This design comes from an exercise in tuning for small area on the open sky130 flow, not from production work.
Only simulation tests tie the RTL to the original design; equivalence was not proved.
The clock port is modelled as an ideal driver; clocking choices that lean on that would not hold on a real chip.
Power figures rest on the tool's default switching activity, not on a simulated workload.

Design regfile_mp, start of the top module:
module regfile_mp #(
  parameter int XLEN = 32,
  parameter int AW   = 5,
  parameter int NRP  = 2
) (
  input  logic                clk,
  input  logic                rst,
  input  logic [NRP*AW-1:0]   rd_addr,
  output logic [NRP*XLEN-1:0] rd_data,
  output logic [NRP-1:0]      rd_ready,
  input  logic                wa_en,
  input  logic [AW-1:0]       wa_addr,
  input  logic [XLEN-1:0]     wa_data,
  input  logic                wb_en,
  input  logic [AW-1:0]       wb_addr,
  input  logic [XLEN-1:0]     wb_data,
  input  logic                claim_en,
  input  logic [AW-1:0]       claim_addr,
  output logic [AW:0]         pend_cnt
);
clock: 8.0 ns
lec_check: 0
cap_margin: 20
core_margin: 2
core_utilization: 40
cts_buf_list: sky130_fd_sc_hd__clkbuf_16
cts_cluster_diameter: 100
cts_cluster_size: 30
slew_margin: 20
synth_hierarchical: 1
standard.sh (not shown) runs the stock make flow with config.mk's settings and CLKGATE_MAP_FILE= SYNTH_SCRIPT=/design/flow/synth_recipe.tcl, a recipe that flattens the netlist after the stock synthesis.
==> flow/flow/run.sh <==
#!/bin/bash
# Own layout flow: the standard flow (standard.sh, unchanged synthesis) with these changes:
#  - the port buffers are buf_1 cells (BUFFER_PORTS_ARGS);
#  - before each physical step, flow/hook.tcl marks logic cells of drive 2 and up and buffers
#    above buf_2 don't-use, so repair and rebuffering build from small cells;
set -euo pipefail
H="$PWD/flow/hook.tcl"
bash standard.sh synth > flow_synth.log 2>&1
bash standard.sh \
  "BUFFER_PORTS_ARGS=-buffer_cell sky130_fd_sc_hd__buf_1" \
  "CTS_ARGS=-sink_clustering_enable -repair_clock_nets -sink_clustering_size 30 -sink_clustering_max_diameter 100 -buf_list sky130_fd_sc_hd__clkbuf_16 -dont_use_dummy_load" \
  "PRE_FLOORPLAN_TCL=$H" "PRE_GLOBAL_PLACE_TCL=$H" "PRE_RESIZE_TCL=$H" \
  "PRE_DETAIL_PLACE_TCL=$H" "PRE_REPAIR_TIMING_POST_PLACE_TCL=$H" "PRE_CTS_TCL=$H" \
  "PRE_GLOBAL_ROUTE_TCL=$H" "PRE_DETAIL_ROUTE_TCL=$H" \
  finish > flow_layout.log 2>&1
Other scripts of this flow, unchanged in this note and not shown: flow/flow/hook.tcl
The first run finished with timing, DRC and antenna clean.
==> next run, changes <==
--- a/flow/flow/run.sh
+++ b/flow/flow/run.sh
@@ -10,3 +10,3 @@
   "BUFFER_PORTS_ARGS=-buffer_cell sky130_fd_sc_hd__buf_1" \
-  "CTS_ARGS=-sink_clustering_enable -repair_clock_nets -sink_clustering_size 30 -sink_clustering_max_diameter 100 -buf_list sky130_fd_sc_hd__clkbuf_16 -dont_use_dummy_load" \
+  "CTS_ARGS=-sink_clustering_enable -repair_clock_nets -sink_clustering_size 25 -sink_clustering_max_diameter 100 -buf_list sky130_fd_sc_hd__clkbuf_16 -dont_use_dummy_load" \
   "PRE_FLOORPLAN_TCL=$H" "PRE_GLOBAL_PLACE_TCL=$H" "PRE_RESIZE_TCL=$H" \
--- a/flow/config.mk
+++ b/flow/config.mk
@@ -12,3 +12,3 @@
 export CTS_CLUSTER_DIAMETER = 100
-export CTS_CLUSTER_SIZE = 30
+export CTS_CLUSTER_SIZE = 25
 export SLEW_MARGIN = 20
Effect: Total power grows slightly; wire length hardly moves; critical path depth stays the same; sequential share of layout area hardly moves; area after synthesis is unchanged; hold slack barely changes; core utilization grows by 0.10 points; clock power grows by a few percent; cell area hardly moves; register-to-register slack barely changes.

* * *

regfile_mp, a different RTL version from the one above (not shown whole).
Size: ~1100 flip-flops, about 170 I/O pins, ~45000 µm² of cells after synthesis.
export LEC_CHECK = 0
export CAP_MARGIN = 20
export CORE_MARGIN = 2
export CORE_UTILIZATION = 40
export CTS_BUF_LIST = sky130_fd_sc_hd__clkbuf_16
export CTS_CLUSTER_DIAMETER = 100
export CTS_CLUSTER_SIZE = 22
export SLEW_MARGIN = 20
export SYNTH_HIERARCHICAL = 1
create_clock -name core_clock -period 8.0 [get_ports {clk}]
==> flow/flow/run.sh <==
#!/bin/bash
# Own layout flow: the standard flow (standard.sh, unchanged synthesis) with two changes:
#  - the port buffers are buf_1 cells (BUFFER_PORTS_ARGS);
#  - before each physical step, flow/hook.tcl marks logic cells of drive 2 and up and buffers
#    above buf_2 don't-use, so repair and rebuffering build from small cells.
# make's full output goes to flow_synth.log and flow_layout.log here; ORFS keeps each step's
# own log under orfs/logs.
set -euo pipefail
H="$PWD/flow/hook.tcl"
bash standard.sh synth > flow_synth.log 2>&1
bash standard.sh \
  "BUFFER_PORTS_ARGS=-buffer_cell sky130_fd_sc_hd__buf_1" \
  "PRE_FLOORPLAN_TCL=$H" "PRE_GLOBAL_PLACE_TCL=$H" "PRE_RESIZE_TCL=$H" \
  "PRE_DETAIL_PLACE_TCL=$H" "PRE_REPAIR_TIMING_POST_PLACE_TCL=$H" "PRE_CTS_TCL=$H" \
  "PRE_GLOBAL_ROUTE_TCL=$H" "PRE_DETAIL_ROUTE_TCL=$H" \
  finish > flow_layout.log 2>&1
Other scripts of this flow, unchanged in this note and not shown: flow/flow/hook.tcl
The first run ran to the end with no violations.
Rerun with:
--- a/flow/flow/run.sh
+++ b/flow/flow/run.sh
@@ -2 +2 @@
-# Own layout flow: the standard flow (standard.sh, unchanged synthesis) with two changes:
+# Own layout flow: the standard flow (standard.sh, unchanged synthesis) with these changes:
@@ -5,3 +5 @@
-#    above buf_2 don't-use, so repair and rebuffering build from small cells.
-# make's full output goes to flow_synth.log and flow_layout.log here; ORFS keeps each step's
-# own log under orfs/logs.
+#    above buf_2 don't-use, so repair and rebuffering build from small cells;
@@ -12,0 +11 @@
+  "CTS_ARGS=-sink_clustering_enable -repair_clock_nets -sink_clustering_size 25 -sink_clustering_max_diameter 100 -buf_list sky130_fd_sc_hd__clkbuf_16 -dont_use_dummy_load" \
- CTS_CLUSTER_SIZE: 22 -> 25
The changed run finished clean.
Worst hold slack gets worse by 0.0067 ns.
Setup slack improves by 0.039 ns.
Non-clock buffer count is unchanged.
Cell area drops by 0.57%.
Total power fell by 1.8%.
Via count came out lower by about 0.4%.
Clock power drops by 8.2%.
Fmax grows by 0.51%.
Die area is unchanged.
Core utilization goes down by 0.26 points.
Clock-buffer cell count shrinks by 7.

## re-timing with driven ports
The flow's constraints put no driver on any port. The routed layouts listed below were extracted and timed again, unchanged, in two steps. Step 1 (the two cells are an assumption about what drives the block):
set clk [get_ports {clk}]
set_driving_cell -lib_cell sky130_fd_sc_hd__clkbuf_16 $clk
set_driving_cell -lib_cell sky130_fd_sc_hd__buf_2 [delete_from_list [all_inputs] $clk]
Step 2, shift: input delay + t, output delay - t, t = (earliest + latest rising clock arrival at the registers) / 2. This alone moves slack from input paths to output paths. Slacks: ideal / step 1 / step 2; pairs: ideal / step 1.
run	t (ns)	setup slack, ns	latest minus earliest clock arrival (ns)
the first run of note 1	0.740	0.814 / 0.790 / 0.790	0.084 / 0.083
the second run of note 1	0.751	0.800 / 0.776 / 0.776	0.058 / 0.058
the first run of note 2	0.800	0.425 / 0.369 / 0.369	0.037 / 0.038
the second run of note 2	0.765	0.464 / 0.412 / 0.412	0.110 / 0.110
After both steps setup and hold are still met in every run listed. The setup slack of the first run of note 2, which loses most, moves by -0.056 ns with the drivers and by -0.056 ns with both steps.
